What follows belongs to an exercise in optimizing a design on an open flow for a short achievable clock period and few clock cycles per item; a production flow would make more cautious choices.
Only simulation tests tie the RTL to the original design; equivalence was not proved.
Power figures rest on the tool's default switching activity, not on a simulated workload.

==> design.v <==
package cache_pkg;
    typedef logic [32-1:0]   word_t;
    typedef logic [(4 * 32)-1:0]   line_t;
    typedef logic [(30 - 3 - 2)-1:0]    tag_t;
    typedef logic [3-1:0]  index_t;
    typedef logic [2-1:0] offset_t;
    typedef struct packed {
        tag_t    tag;
        index_t  index;
        offset_t offset;
    } proc_addr_t;
    typedef struct packed {
        logic                            read;
        logic                            write;
        logic [(30 - 2)-1:0] addr;
        line_t                           wdata;
    } mem_req_t;
    typedef enum logic [1:0] {
        LOOKUP,
        WRITEBACK,
        REFILL
    } cache_state_e;
endpackage
`timescale 1ns/1ps
module cache_tag_store
(
    input  logic       clk,
    input  logic       proc_reset,
    input  cache_pkg::proc_addr_t addr,
    input  logic       word_write_en,
    input  logic       refill_en,
    input  logic       wb_done,
    input  logic       refill_dirty,
    output logic [8-1:0] line_hit,
    output logic [8-1:0] dirty_bits,
    output logic [8*(30 - 3 - 2)-1:0] tags
);
    cache_pkg::tag_t tag_mem [8];
    logic [8-1:0] valid_bits;
    for (genvar i = 0; i < 8; i++) begin : g_cmp
        assign tags[i*(30 - 3 - 2) +: (30 - 3 - 2)] = tag_mem[i];
        cache_tag_cmp u_cmp (
            .valid (valid_bits[i]),
            .stored(tag_mem[i]),
            .tag   (addr.tag),
            .hit   (line_hit[i])
        );
    end
    always_ff @(posedge clk) begin
        if (proc_reset) begin
            valid_bits <= '0;
            dirty_bits <= '0;
        end else if (refill_en) begin
            valid_bits[addr.index] <= 1'b1;
            dirty_bits[addr.index] <= refill_dirty;
        end else if (wb_done) begin
            dirty_bits[addr.index] <= 1'b0;
        end else if (word_write_en) begin
            dirty_bits[addr.index] <= 1'b1;
        end
    end
    always_ff @(posedge clk) begin
        if (refill_en) begin
            tag_mem[addr.index] <= addr.tag;
        end
    end
endmodule
module cache_tag_cmp
(
    input  logic            valid,
    input  cache_pkg::tag_t stored,
    input  cache_pkg::tag_t tag,
    output logic            hit
);
    assign hit = valid && (stored == tag);
endmodule
`timescale 1ns/1ps
module cache_data_store
(
    input  logic       clk,
    input  cache_pkg::proc_addr_t addr,
    input  cache_pkg::word_t      wdata,
    input  logic       word_write_en,
    input  logic       refill_en,
    input  logic       refill_write,
    input  logic       mem_ready,
    input  cache_pkg::line_t      refill_line,
    output cache_pkg::word_t      rdata,
    output cache_pkg::line_t      victim_line
);
    cache_pkg::line_t data_mem [8];
    cache_pkg::line_t merged_line;
    for (genvar w = 0; w < 4; w++) begin : g_word
        logic [8-1:0] line_sel;
        cache_dec8 u_dec (
            .sel(addr.index),
            .en (1'b1),
            .y  (line_sel)
        );
        for (genvar b = 0; b < 32; b++) begin : g_bit
            logic [8-1:0] col;
            for (genvar i = 0; i < 8; i++) begin : g_line
                assign col[i] = data_mem[i][w*32 + b];
            end
            cache_ao8 u_ao (
                .s(line_sel),
                .d(col),
                .y(victim_line[w*32 + b])
            );
        end
    end
    logic [2*4-1:0] word_sel;
    cache_dec_word u_wdec (
        .off  (addr.offset),
        .ready(mem_ready),
        .y    (word_sel)
    );
    for (genvar b = 0; b < 32; b++) begin : g_rd
        logic [2*4-1:0] col;
        for (genvar w = 0; w < 4; w++) begin : g_w
            assign col[w]               = victim_line[w*32 + b];
            assign col[4+w]  = refill_line[w*32 + b];
        end
        cache_ao8 u_ao (
            .s(word_sel),
            .d(col),
            .y(rdata[b])
        );
    end
    always_comb begin
        merged_line = refill_line;
        if (refill_write) begin
            merged_line[addr.offset * 32 +: 32] = wdata;
        end
    end
    always_ff @(posedge clk) begin
        if (refill_en) begin
            data_mem[addr.index] <= merged_line;
        end else if (word_write_en) begin
            data_mem[addr.index][addr.offset * 32 +: 32] <= wdata;
        end
    end
endmodule
module cache_dec8
(
    input  logic [2:0] sel,
    input  logic       en,
    output logic [7:0] y
);
    always_comb begin
        for (int i = 0; i < 8; i++) begin
            y[i] = en && (sel == i[2:0]);
        end
    end
endmodule
module cache_dec_word
(
    input  logic [1:0] off,
    input  logic       ready,
    output logic [7:0] y
);
    always_comb begin
        for (int w = 0; w < 4; w++) begin
            y[w]   = !ready && (off == w[1:0]);
            y[4+w] = ready && (off == w[1:0]);
        end
    end
endmodule
module cache_ao8
(
    input  logic [7:0] s,
    input  logic [7:0] d,
    output logic       y
);
    assign y = |(s & d);
endmodule
`timescale 1ns/1ps
module cache_ctrl
(
    input  logic       read,
    input  logic       write,
    input  cache_pkg::proc_addr_t addr,
    input  logic [8-1:0] line_hit,
    input  logic [8-1:0] dirty_bits,
    input  logic [8*(30 - 3 - 2)-1:0] tags,
    input  logic       mem_ready,
    output logic       stall,
    output logic       word_write_en,
    output logic       refill_en,
    output logic       wb_done,
    output logic       mem_read,
    output logic       mem_write,
    output logic [(30 - 2)-1:0] mem_addr
);
    logic [8-1:0] line_sel;
    logic request;
    logic hit;
    logic victim_dirty;
    cache_pkg::tag_t victim_tag;
    cache_dec8 u_dec (
        .sel(addr.index),
        .en (1'b1),
        .y  (line_sel)
    );
    assign request      = read || write;
    assign hit          = |(line_sel & line_hit);
    assign victim_dirty = |(line_sel & dirty_bits);
    assign refill_en     = request && mem_ready && !victim_dirty;
    assign wb_done       = request && mem_ready && victim_dirty;
    assign word_write_en = write && hit;
    assign stall     = !hit && !(mem_ready && !victim_dirty);
    assign mem_read  = request && !hit && !victim_dirty;
    assign mem_write = request && !hit && victim_dirty;
    always_comb begin
        victim_tag = '0;
        for (int i = 0; i < 8; i++) begin
            victim_tag = victim_tag | ({(30 - 3 - 2){line_sel[i]}} & tags[i*(30 - 3 - 2) +: (30 - 3 - 2)]);
        end
    end
    assign mem_addr = {victim_dirty ? victim_tag : addr.tag, addr.index};
endmodule
`timescale 1ns/1ps
module cache_top
(
    input  logic                            clk,
    input  logic                            proc_reset,
    input  logic                            proc_read,
    input  logic                            proc_write,
    input  logic [30-1:0]     proc_addr,
    input  cache_pkg::word_t                           proc_wdata,
    output cache_pkg::word_t                           proc_rdata,
    output logic                            proc_stall,
    output logic                            mem_read,
    output logic                            mem_write,
    output logic [(30 - 2)-1:0] mem_addr,
    output cache_pkg::line_t                           mem_wdata,
    input  cache_pkg::line_t                           mem_rdata,
    input  logic                            mem_ready
);
    cache_pkg::proc_addr_t addr;
    logic [8-1:0] line_hit;
    logic [8-1:0] dirty_bits;
    logic [8*(30 - 3 - 2)-1:0] tags;
    logic  word_write_en;
    logic  refill_en;
    logic  wb_done;
    assign addr = cache_pkg::proc_addr_t'(proc_addr);
    cache_tag_store u_tag_store (
        .clk          (clk),
        .proc_reset   (proc_reset),
        .addr         (addr),
        .word_write_en(word_write_en),
        .refill_en    (refill_en),
        .wb_done      (wb_done),
        .refill_dirty (proc_write),
        .line_hit     (line_hit),
        .dirty_bits   (dirty_bits),
        .tags         (tags)
    );
    cache_data_store u_data_store (
        .clk          (clk),
        .addr         (addr),
        .wdata        (proc_wdata),
        .word_write_en(word_write_en),
        .refill_en    (refill_en),
        .refill_write (proc_write),
        .mem_ready    (mem_ready),
        .refill_line  (mem_rdata),
        .rdata        (proc_rdata),
        .victim_line  (mem_wdata)
    );
    cache_ctrl u_ctrl (
        .read         (proc_read),
        .write        (proc_write),
        .addr         (addr),
        .line_hit     (line_hit),
        .dirty_bits   (dirty_bits),
        .tags         (tags),
        .mem_ready    (mem_ready),
        .stall        (proc_stall),
        .word_write_en(word_write_en),
        .refill_en    (refill_en),
        .wb_done      (wb_done),
        .mem_read     (mem_read),
        .mem_write    (mem_write),
        .mem_addr     (mem_addr)
    );
endmodule
==> flow/run.sh <==
#!/bin/bash
# The standard layout (standard.sh, synthesis unchanged), except that the
# port buffers are a plain buffer cell instead of the delay cell that
# buffer_ports picks on its own, and the resizer may change a gate's
# footprint when it sizes it. The make output goes to flow.log here; each
# ORFS step keeps its own log under orfs/logs.
set -uo pipefail
export BUFFER_PORTS_ARGS="-buffer_cell sky130_fd_sc_hd__buf_8"
bash standard.sh MATCH_CELL_FOOTPRINT=0 finish > flow.log 2>&1
==> standard.sh <==
#!/bin/bash
# synth_recipe.tcl (not shown) runs the flow's synth.tcl, then flattens the netlist and writes it again
# the make line also repeats each setting of config.mk as NAME=value (left out here)
make -C /OpenROAD-flow-scripts/flow DESIGN_CONFIG=/design/flow/config.mk WORK_HOME=/design/flow/orfs CLKGATE_MAP_FILE= SYNTH_SCRIPT=/design/flow/synth_recipe.tcl "${@:-finish}"
==> config.mk <==
export PLATFORM = sky130hd
export DESIGN_NAME = cache_top
export DESIGN_NICKNAME = cache_top
export VERILOG_FILES = /design/flow/design.v
export SDC_FILE = /design/flow/constraint.sdc
export NUM_CORES = 4
export LEC_CHECK = 0
export ABC_CLOCK_PERIOD_IN_PS = 1000
export CAP_MARGIN = 20
export CORE_MARGIN = 2
export CORE_UTILIZATION = 65
export SETUP_SLACK_MARGIN = 1.5
export SLEW_MARGIN = 20
export SYNTH_HIERARCHICAL = 1
export TNS_END_PERCENT = 100
==> constraint.sdc <==
create_clock -name core_clock -period 6.0 [get_ports {clk}]
set_input_delay 1.2000 -clock core_clock [delete_from_list [all_inputs] [get_ports {clk}]]
set_output_delay 1.2000 -clock core_clock [all_outputs]
set_load 0.01 [all_outputs]
==> run summary <==
* Status: complete, no violations
* Fin cells at between 4k and 5k
* CTS tree: done
* Final WL at 181100 microns
* Final Max Tran Viols at 0
* Clock transition at path regs at approximately 0.060 ns
* Leakage at around 21 nW
* Core Box Area at 76200 sq um
* Die area at slightly below 80000 sq um
* Final Critical Period at approximately 4.7 ns
* Clock latency (worst-skew pair) at about 0.71 ns
* Fin worst setup slack at roughly 1.3 ns
* RSZ-0062 raised after global routing: yes
* Avg Synthesized Cell Area at between 15 and 20 sq um
* First-pass GRT wire length at around 240000 microns
* P&R area growth vs syn at 26.75%
* IO Count at between 300 and 400
* Ys async rst share at 0
* Top_reg_cell synth: edfxtp_1
* Minimum hold slack at between 0.5 and 0.6 ns
* Post-synth cell types at 60
* Slew @ Worst Pin at about 1.1 ns
* CTS root buf: clkbuf_16
* Wire length on met1 at 58230 microns
* Crit Path Class: in -> out
* Routed len/inst at roughly 38 microns
* Final worst-path cycle share at 0.7791
* 1st-iter DRT viols at 6808
* CP required at between 4 and 5 ns
* Top sig layer: met5
* Warning count from the yosys run at 11
* Die Span Y at approximately 280 microns
* Number of synthesized flops with an enable pin at ~1.2k
* Peak supply drop at around 0.00034 V
* Crit path cell chain: clkbuf_16, and4_4, buf_4, a22oi_1, nand4_1, a22oi_2, nand4_1, buf_8
* Vias in the first global route at between 30k and 40k
* Vias per std cell at approximately 7.6
* Detailed Routing Iterations Pass 1 at 9
* Routed wl met3 at between 30000 and 40000 microns
* Post-route DRC at 0
* Congestion Overflow GR at 0
* Worst setup SP type: input pin
* CP max stage delay at 0.49 ns
* Detail Placement HPWL at 106400 microns
* Max-cap violation count at 0
* Cells after synthesis at 3020
* Most common cell after layout, fill and taps aside: edfxtp_1
* Worst rel slew slack at 0.2424
* PwrDens at slightly above 300 nW/um^2
* FP Rows at roughly 100
* Setup WS pre-CTS at 0.4883 ns
* Initial antenna violation count at 7
* Cell with the most instances on the worst path: nand4_1
* Final instance area at approximately 64000 sq um
* H-tree depth at 3
* Placer Congestion at 0.9266
* TNS Setup at 0 ns
* Placed Cells at between 4k and 5k
* Starting density of the core at 0.6577
* Met2 wire len at 79340 microns
* Post-layout net count at 3863
* Clock Skews at roughly 0.06 ns
* Min-Delay Path Class: reg -> reg
* CP Buf/Inv Count at 3
* Seq/Total Area, Yosys at 0.7397
* Crit-path max FO at 36
* Largest net degree at the start of global routing at 47
* Clock buffer depth at 3
* Synth Cell Area at ~50000 sq um
* Final core occ at 0.8337
* Crit path max-delay family: simple AND/OR/NAND/NOR gates
* Reg2reg setup slack at ~1.7 ns
* Antenna-violating nets left at 0
* Clock sink count at between 1k and 1.5k
* Total Power at approximately 19 mW
* F_max at 0.2139 GHz
* #FFs+latches synth at 1240
* Via count at ~37k
* Crit. End Element: output port
* Arrival time at the worst endpoint at 3.47 ns
* Layout cells sized above 1 at 0.2559
* Total GRT Usage at 0.4365
* Final setup vio count at 0
* Final hold violation count at 0
* Die W at roughly 280 microns
* Slowest cell on crit path: a22oi_2
* Most frequent cells in the layout: edfxtp_1, a22oi_1, buf_8, nand4_1, buf_4
* IO buf count at ~390
* Total CTS buffers at roughly 120
* Dpl cell area at between 50000 and 60000 sq um
[worst reg2reg max path: stages (launching register included)]
cell and delay, ns:
edfxtp_1 0.42, xor2_1 0.16, nor4_1 0.48, nand3_1 0.19
nor4_2 0.30, a22oi_1 0.13, nand4_1 0.28, and2_2 0.44
nand3b_1 0.49, mux2i_4 0.38, buf_4 0.24, o2bb2ai_1 0.50
[Yosys stat by module, one instance, submodules excluded, a selection]
module | flops+latches | area, sq um | copies in the design
cache_data_store | 1024 | 33100 | 1
cache_tag_store | 216 | 6838 | 1
cache_ctrl | 0 | 1594 | 1
cache_tag_cmp | 0 | 279.0 | 8
cache_dec8 | 0 | 96.34 | 5
cache_dec_word | 0 | 65.06 | 1
cache_ao8 | 0 | 36.28 | 160
[layout make-up]
cell class | count | area [sq um]
clock inverter | 80 | 865.8
fill | 3719 | 12670
clock buffer | 138 | 3028
inverter | 5 | 18.77
tap | 1030 | 1289
timing repair buffer | 539 | 7191
sequential | 1240 | 37080
multi-input combinational | 1754 | 14040
antenna | 8 | 20.02
[flip-flops by register name, summed over array words and instances (netlist names)]
name	cells
u_tag_store.valid_bits	8
u_tag_store.tag_mem	200
u_tag_store.dirty_bits	8
u_data_store.data_mem	1024
[what timing repair did]
item	in CTS	in global routing
setup buffers	12	37
hold buffers	0	0
endpoints found under the setup margin	1151	322
pin swaps	22	51
hold endpoints to repair	0	0
gates cloned	13	14
gates resized for setup	104	31
[worst paths after layout]
kind	from	to	depth (start not counted)
hold reg to reg	u_tag_store.valid_bits[4]	u_tag_store.valid_bits[4]	2
setup / recovery	proc_addr[4]	proc_rdata[1]	8
setup reg to reg	u_tag_store.tag_mem[2][18]	u_data_store.data_mem[0][95]	11
hold / removal	u_tag_store.valid_bits[4]	u_tag_store.valid_bits[4]	2
[cell usage after synthesis (18+ instances only)]
cell type / instances / share of area
buf_2: 28 / 0.0028
o311ai_0: 31 / 0.0054
xnor2_1: 73 / 0.013
clkbuf_1: 35 / 0.0026
a22oi_1: 744 / 0.11
nand3_1: 85 / 0.0085
o2bb2ai_1: 96 / 0.017
nor2_1: 57 / 0.0043
mux2_4: 18 / 0.0054
xor2_1: 128 / 0.022
nor4_1: 33 / 0.0041
edfxtp_1: 1224 / 0.73
nand4_1: 203 / 0.025
nand2_1: 73 / 0.0055
[power by group]
group / switching, mW / internal (mW)
Sequential: 0.0505 / 9.73
Clock: 3.21 / 4.30
Combinational: 1.20 / 0.805
Total: 4.46 / 14.8
[cell families (layout without fill, tap and decap cells)]
kind of cell | after synthesis | in the layout | share of synthesized area
flops | 1240 | 1240 | 0.7397
compound gates | 911 | 911 | 0.1403
simple gates | 538 | 558 | 0.06531
xor+xnor | 202 | 202 | 0.03545
buf+inv | 85 | 762 | 0.008138
mux | 31 | 32 | 0.008164
fa+ha+maj | 11 | 11 | 0.002746
other cells | 2 | 48 | 0.0001498
[routing by layer]
metal / track usage / up-vias
li1: - / 14258
met1: 0.5810 / 17760
met2: 0.6432 / 3837
met3: 0.1487 / 700
met4: 0.2308 / 4
met5: 0 / -
Testbench counts, summed over its fixed seeds: cycles 75,211, accesses 32,000.

-- static timing again, ports no longer ideal --
No port has a modelled driver above. Below, the same layout with a new extraction and two added sets of constraints. Step 1 assumes that a clkbuf_16 drives the clock port and a buf_2 every other input. Step 2 times the ports against the registers' clock, not the clock port: input delays grow and output delays shrink by t, the midpoint of the rising clock arrivals with the driver on. Three values: no drivers, after step 1, after step 2; two values: the first two.
t, ns: 0.747
slack for setup (ns): 1.326 / 1.082 / 0.677
latest minus earliest clock arrival (ns): 0.060 / 0.060
worst register clock-pin slew, ns: 0.07 / 0.07
After both steps this run still meets setup and hold. The setup slack of this run moves by -0.244 ns with the drivers and by -0.649 ns with both steps.
